Context: an optimization exercise on an open-source flow, tuned for small area, a short achievable clock period and few clock cycles per item. The choices shown serve that exercise and are no tape-out recipe.
RTL that was checked went through simulation tests only; none was proved equivalent to the original.

==> flow/design.v <==
package sdram_pixel_reader_pkg;
  localparam int DEF_BURST_LEN = 8;
  localparam int DEF_FIFO_DEPTH = 16;
endpackage
module pixel_rx_fifo #(
  parameter DATA_W = 32,
  parameter DEPTH  = 24
) (
  input  logic              clk_clk,
  input  logic              reset_reset_n,
  input  logic              push_i,
  input  logic [DATA_W-1:0] wdata_i,
  input  logic              pop_i,
  output logic [DATA_W-1:0] rdata_o,
  output logic              valid_o,
  output logic              valid_d_o
);
  localparam M     = DEPTH - 1;
  localparam CNT_W = $clog2(M + 1);
  logic [DATA_W-1:0] mem_q [M];
  logic [M-1:0]      wr_oh_q, rd_oh_q;
  logic [CNT_W-1:0]  cnt_q;
  logic [DATA_W-1:0] head_q;
  logic              hv_q;
  logic              take, stored, from_mem, bypass, wr_adv;
  logic [DATA_W-1:0] mem_rd;
  always_comb begin
    mem_rd = '0;
    for (int i = 0; i < M; i++)
      mem_rd = mem_rd | (mem_q[i] & {DATA_W{rd_oh_q[i]}});
  end
  assign stored   = (cnt_q != '0);
  assign take     = !hv_q || pop_i;
  assign from_mem = take && stored;
  assign bypass   = take && !stored;
  assign wr_adv   = push_i && !bypass;
  assign valid_d_o = !take || stored || push_i;
  always_ff @(posedge clk_clk) begin
    for (int i = 0; i < M; i++)
      if (push_i && wr_oh_q[i]) mem_q[i] <= wdata_i;
    if (from_mem)                head_q <= mem_rd;
    else if (bypass && push_i)   head_q <= wdata_i;
  end
  always_ff @(posedge clk_clk or negedge reset_reset_n) begin
    if (!reset_reset_n) begin
      wr_oh_q <= M'(1);
      rd_oh_q <= M'(1);
      cnt_q   <= '0;
      hv_q    <= 1'b0;
    end else begin
      if (wr_adv)   wr_oh_q <= {wr_oh_q[M-2:0], wr_oh_q[M-1]};
      if (from_mem) rd_oh_q <= {rd_oh_q[M-2:0], rd_oh_q[M-1]};
      if (wr_adv && !from_mem)      cnt_q <= cnt_q + 1'b1;
      else if (!wr_adv && from_mem) cnt_q <= cnt_q - 1'b1;
      hv_q <= valid_d_o;
    end
  end
  assign rdata_o = head_q;
  assign valid_o = hv_q;
endmodule
module sdram_pixel_reader #(
  parameter DEPTH = sdram_pixel_reader_pkg::DEF_FIFO_DEPTH
) (
  input  logic        clk_clk,
  input  logic        reset_reset_n,
  input  logic        start,
  input  logic [31:0] base_addr,
  input  logic [23:0] length_words,
  output logic        busy,
  output logic        done,
  output logic [31:0] avm_address,
  output logic        avm_read,
  output logic [3:0]  avm_burstcount,
  input  logic        avm_waitrequest,
  input  logic [31:0] avm_readdata,
  input  logic        avm_readdatavalid,
  output logic [31:0] src_data,
  output logic        src_valid,
  input  logic        src_ready,
  output logic        src_endofpacket
);
  localparam UW = $clog2(DEPTH + 9);
  logic        busy_q, done_q, read_q, pend_q;
  logic        idle_q;
  logic [26:0] blk_q;           
  logic [4:0]  off_q;           
  logic [20:0] nb_q;            
  logic [2:0]  part_q;          
  logic [2:0]  ge_q;
  logic [UW-1:0] room_q;        
  logic [3:0]  burst_q;
  logic [UW-1:0] used_q, sum_q;
  logic        eop_q;
  logic        accept, pop, len_nz, pend_after;
  logic [3:0]  burst_after, burst_ld;
  logic        ok_now, ok_after;
  logic        fifo_valid, fifo_valid_d;
  logic        last_d;
  logic [UW-1:0] sum_acc;
  assign accept = read_q && !avm_waitrequest;
  assign pop    = fifo_valid && src_ready;
  assign len_nz = (length_words != '0);
  assign burst_after = ge_q[1] ? 4'd8 : {1'b0, part_q};
  assign pend_after  = ge_q[1] || (ge_q[0] && (part_q != '0));
  assign burst_ld    = (length_words[23:3] != '0) ? 4'd8 : {1'b0, length_words[2:0]};
  assign ok_now   = pop ? (sum_q <= UW'(DEPTH + 1)) : (sum_q <= UW'(DEPTH));
  assign ok_after = ge_q[1] ? (pop ? (sum_q <= UW'(DEPTH - 7)) : (sum_q <= UW'(DEPTH - 8)))
                            : (pop ? (sum_q <= room_q + UW'(1)) : (sum_q <= room_q));
  assign last_d = accept ? (!pend_after && (pop ? (sum_q == UW'(2)) : (sum_q == UW'(1))))
                         : (!pend_q     && (pop ? (used_q == UW'(2)) : (used_q == UW'(1))));
  assign sum_acc = sum_q + UW'(burst_after);
  pixel_rx_fifo #(
    .DATA_W (32),
    .DEPTH  (DEPTH)
  ) u_fifo (
    .clk_clk       (clk_clk),
    .reset_reset_n (reset_reset_n),
    .push_i        (avm_readdatavalid),
    .wdata_i       (avm_readdata),
    .pop_i         (pop),
    .rdata_o       (src_data),
    .valid_o       (fifo_valid),
    .valid_d_o     (fifo_valid_d)
  );
  always_ff @(posedge clk_clk) begin
    if (idle_q) begin
      blk_q   <= base_addr[31:5];
      off_q   <= base_addr[4:0];
      nb_q    <= length_words[23:3];
      part_q  <= length_words[2:0];
      ge_q[0] <= (length_words[23:3] != '0);
      ge_q[1] <= (length_words[23:4] != '0);
      ge_q[2] <= (length_words[23:5] != '0) || (length_words[4] && length_words[3]);
      room_q  <= UW'(DEPTH) - UW'(length_words[2:0]);
      burst_q <= burst_ld;
    end else if (accept) begin
      blk_q   <= blk_q + 27'd1;
      if (ge_q[0]) nb_q   <= nb_q - 21'd1;
      else         part_q <= '0;
      ge_q    <= {(nb_q[20:2] != '0), ge_q[2:1]};
      burst_q <= burst_after;
    end
  end
  always_ff @(posedge clk_clk or negedge reset_reset_n) begin
    if (!reset_reset_n) begin
      busy_q <= 1'b0;
      idle_q <= 1'b1;
      done_q <= 1'b0;
      read_q <= 1'b0;
      pend_q <= 1'b0;
      used_q <= '0;
      sum_q  <= '0;
      eop_q  <= 1'b0;
    end else begin
      if (idle_q) begin
        busy_q <= start && len_nz;
        idle_q <= !(start && len_nz);
        done_q <= start && !len_nz;
        read_q <= start && len_nz;
        pend_q <= 1'b1;
        used_q <= '0;
        sum_q  <= UW'(burst_ld);
        eop_q  <= 1'b0;
      end else begin
        busy_q <= !(pop && eop_q);
        idle_q <= pop && eop_q;
        done_q <= pop && eop_q;
        if (accept) begin
          read_q <= pend_after && ok_after;
          pend_q <= pend_after;
          used_q <= pop ? sum_q - UW'(1) : sum_q;
          sum_q  <= pop ? sum_acc - UW'(1) : sum_acc;
        end else begin
          if (!read_q) read_q <= pend_q && ok_now;
          used_q <= pop ? used_q - UW'(1) : used_q;
          sum_q  <= pop ? sum_q - UW'(1) : sum_q;
        end
        eop_q  <= fifo_valid_d && last_d;
      end
    end
  end
  assign busy            = busy_q;
  assign done            = done_q;
  assign avm_address     = {blk_q, off_q};
  assign avm_read        = read_q;
  assign avm_burstcount  = burst_q;
  assign src_valid       = fifo_valid;
  assign src_endofpacket = eop_q;
endmodule
==> flow/config.mk <==
export PLATFORM = sky130hd
export DESIGN_NAME = sdram_pixel_reader
export DESIGN_NICKNAME = sdram_pixel_reader
export VERILOG_FILES = /design/flow/design.v
export SDC_FILE = /design/flow/constraint.sdc
export NUM_CORES = 4
export LEC_CHECK = 0
export CAP_MARGIN = 20
export CORE_MARGIN = 2
export CORE_UTILIZATION = 40
export SETUP_SLACK_MARGIN = 4.2
export SLEW_MARGIN = 20
==> flow/constraint.sdc <==
create_clock -name core_clock -period 6.5 [get_ports {clk_clk}]
set_input_delay 1.3000 -clock core_clock [delete_from_list [all_inputs] [get_ports {clk_clk}]]
set_output_delay 1.3000 -clock core_clock [all_outputs]
set_load 0.01 [all_outputs]
run.sh (not shown) runs the stock make flow with config.mk's settings and CLKGATE_MAP_FILE= SYNTH_SCRIPT=/design/flow/synth_recipe.tcl, a recipe that flattens the netlist after the stock synthesis.
Testbench counts at the start, summed over its fixed seeds: cycles 382,109, items 220,665.
Change:
--- a/flow/design.v
+++ b/flow/design.v
@@ -1,13 +1,13 @@
 package sdram_pixel_reader_pkg;
   localparam int DEF_BURST_LEN = 8;
   localparam int DEF_FIFO_DEPTH = 16;
 endpackage
 module pixel_rx_fifo #(
   parameter DATA_W = 32,
-  parameter DEPTH  = 24
+  parameter DEPTH  = 16
 ) (
   input  logic              clk_clk,
   input  logic              reset_reset_n,
   input  logic              push_i,
   input  logic [DATA_W-1:0] wdata_i,
   input  logic              pop_i,
@@ -16,46 +16,53 @@
   output logic              valid_d_o
 );
   localparam M     = DEPTH - 1;
   localparam CNT_W = $clog2(M + 1);
   logic [DATA_W-1:0] mem_q [M];
   logic [M-1:0]      wr_oh_q, rd_oh_q;
-  logic [CNT_W-1:0]  cnt_q;
+  logic [CNT_W-1:0]  cnt_q, cnt_d;
+  logic              full_q;
   logic [DATA_W-1:0] head_q;
   logic              hv_q;
   logic              take, stored, from_mem, bypass, wr_adv;
   logic [DATA_W-1:0] mem_rd;
   always_comb begin
     mem_rd = '0;
     for (int i = 0; i < M; i++)
       mem_rd = mem_rd | (mem_q[i] & {DATA_W{rd_oh_q[i]}});
   end
-  assign stored   = (cnt_q != '0);
-  assign take     = !hv_q || pop_i;
-  assign from_mem = take && stored;
-  assign bypass   = take && !stored;
-  assign wr_adv   = push_i && !bypass;
+  assign stored    = (cnt_q != '0);
+  assign take      = !hv_q || pop_i;
+  assign from_mem  = take && stored;
+  assign bypass    = take && !stored;
+  assign wr_adv    = push_i && !bypass;
   assign valid_d_o = !take || stored || push_i;
+  always_comb begin
+    cnt_d = cnt_q;
+    if (wr_adv && !from_mem)      cnt_d = cnt_q + 1'b1;
+    else if (!wr_adv && from_mem) cnt_d = cnt_q - 1'b1;
+  end
   always_ff @(posedge clk_clk) begin
     for (int i = 0; i < M; i++)
-      if (push_i && wr_oh_q[i]) mem_q[i] <= wdata_i;
-    if (from_mem)                head_q <= mem_rd;
-    else if (bypass && push_i)   head_q <= wdata_i;
+      if (wr_oh_q[i] && !full_q) mem_q[i] <= wdata_i;
+    if (from_mem)    head_q <= mem_rd;
+    else if (bypass) head_q <= wdata_i;
   end
   always_ff @(posedge clk_clk or negedge reset_reset_n) begin
     if (!reset_reset_n) begin
       wr_oh_q <= M'(1);
       rd_oh_q <= M'(1);
       cnt_q   <= '0;
+      full_q  <= 1'b0;
       hv_q    <= 1'b0;
     end else begin
       if (wr_adv)   wr_oh_q <= {wr_oh_q[M-2:0], wr_oh_q[M-1]};
       if (from_mem) rd_oh_q <= {rd_oh_q[M-2:0], rd_oh_q[M-1]};
-      if (wr_adv && !from_mem)      cnt_q <= cnt_q + 1'b1;
-      else if (!wr_adv && from_mem) cnt_q <= cnt_q - 1'b1;
-      hv_q <= valid_d_o;
+      cnt_q  <= cnt_d;
+      full_q <= (cnt_d == CNT_W'(M));
+      hv_q   <= valid_d_o;
     end
   end
   assign rdata_o = head_q;
   assign valid_o = hv_q;
 endmodule
 module sdram_pixel_reader #(
Effect:
- routed wire length increases by 2.2%
- sequential share of layout area decreases by 0.65 points
- via count increases by about 0.8%
- register-to-register slack got worse by 0.10 ns
- core utilization increases by 0.29 points
Only the layout flow was run in the second run of this note; the RTL was not checked for function there.

## separate check: timing with driven ports
The flow's constraints put no driver on any port. The routed layouts listed below were extracted and timed again, unchanged, in two steps.
Step 1 assumes that a clkbuf_16 drives the clock port and a buf_2 every other input.
Step 2 moves the port delays by t, midway between the first and last clock arrival at a register: inputs arrive t later, outputs are due t later. That takes back most of the time a late clock gives input paths.
a / b / c = no drivers / after step 1 / after step 2; a / b = the first two.
run	t, ns	setup WS [ns]	hold WS [ns]	worst setup path after step 2
the first run	0.650	4.005 / 3.947 / 3.624	0.492 / 0.492 / 0.492	input to register
the second run	0.649	3.976 / 3.917 / 3.598	0.510 / 0.510 / 0.510	input to register
After both steps every run listed still meets setup and hold. The setup slack of the first run, which loses most, moves by -0.058 ns with the drivers and by -0.381 ns with both steps.
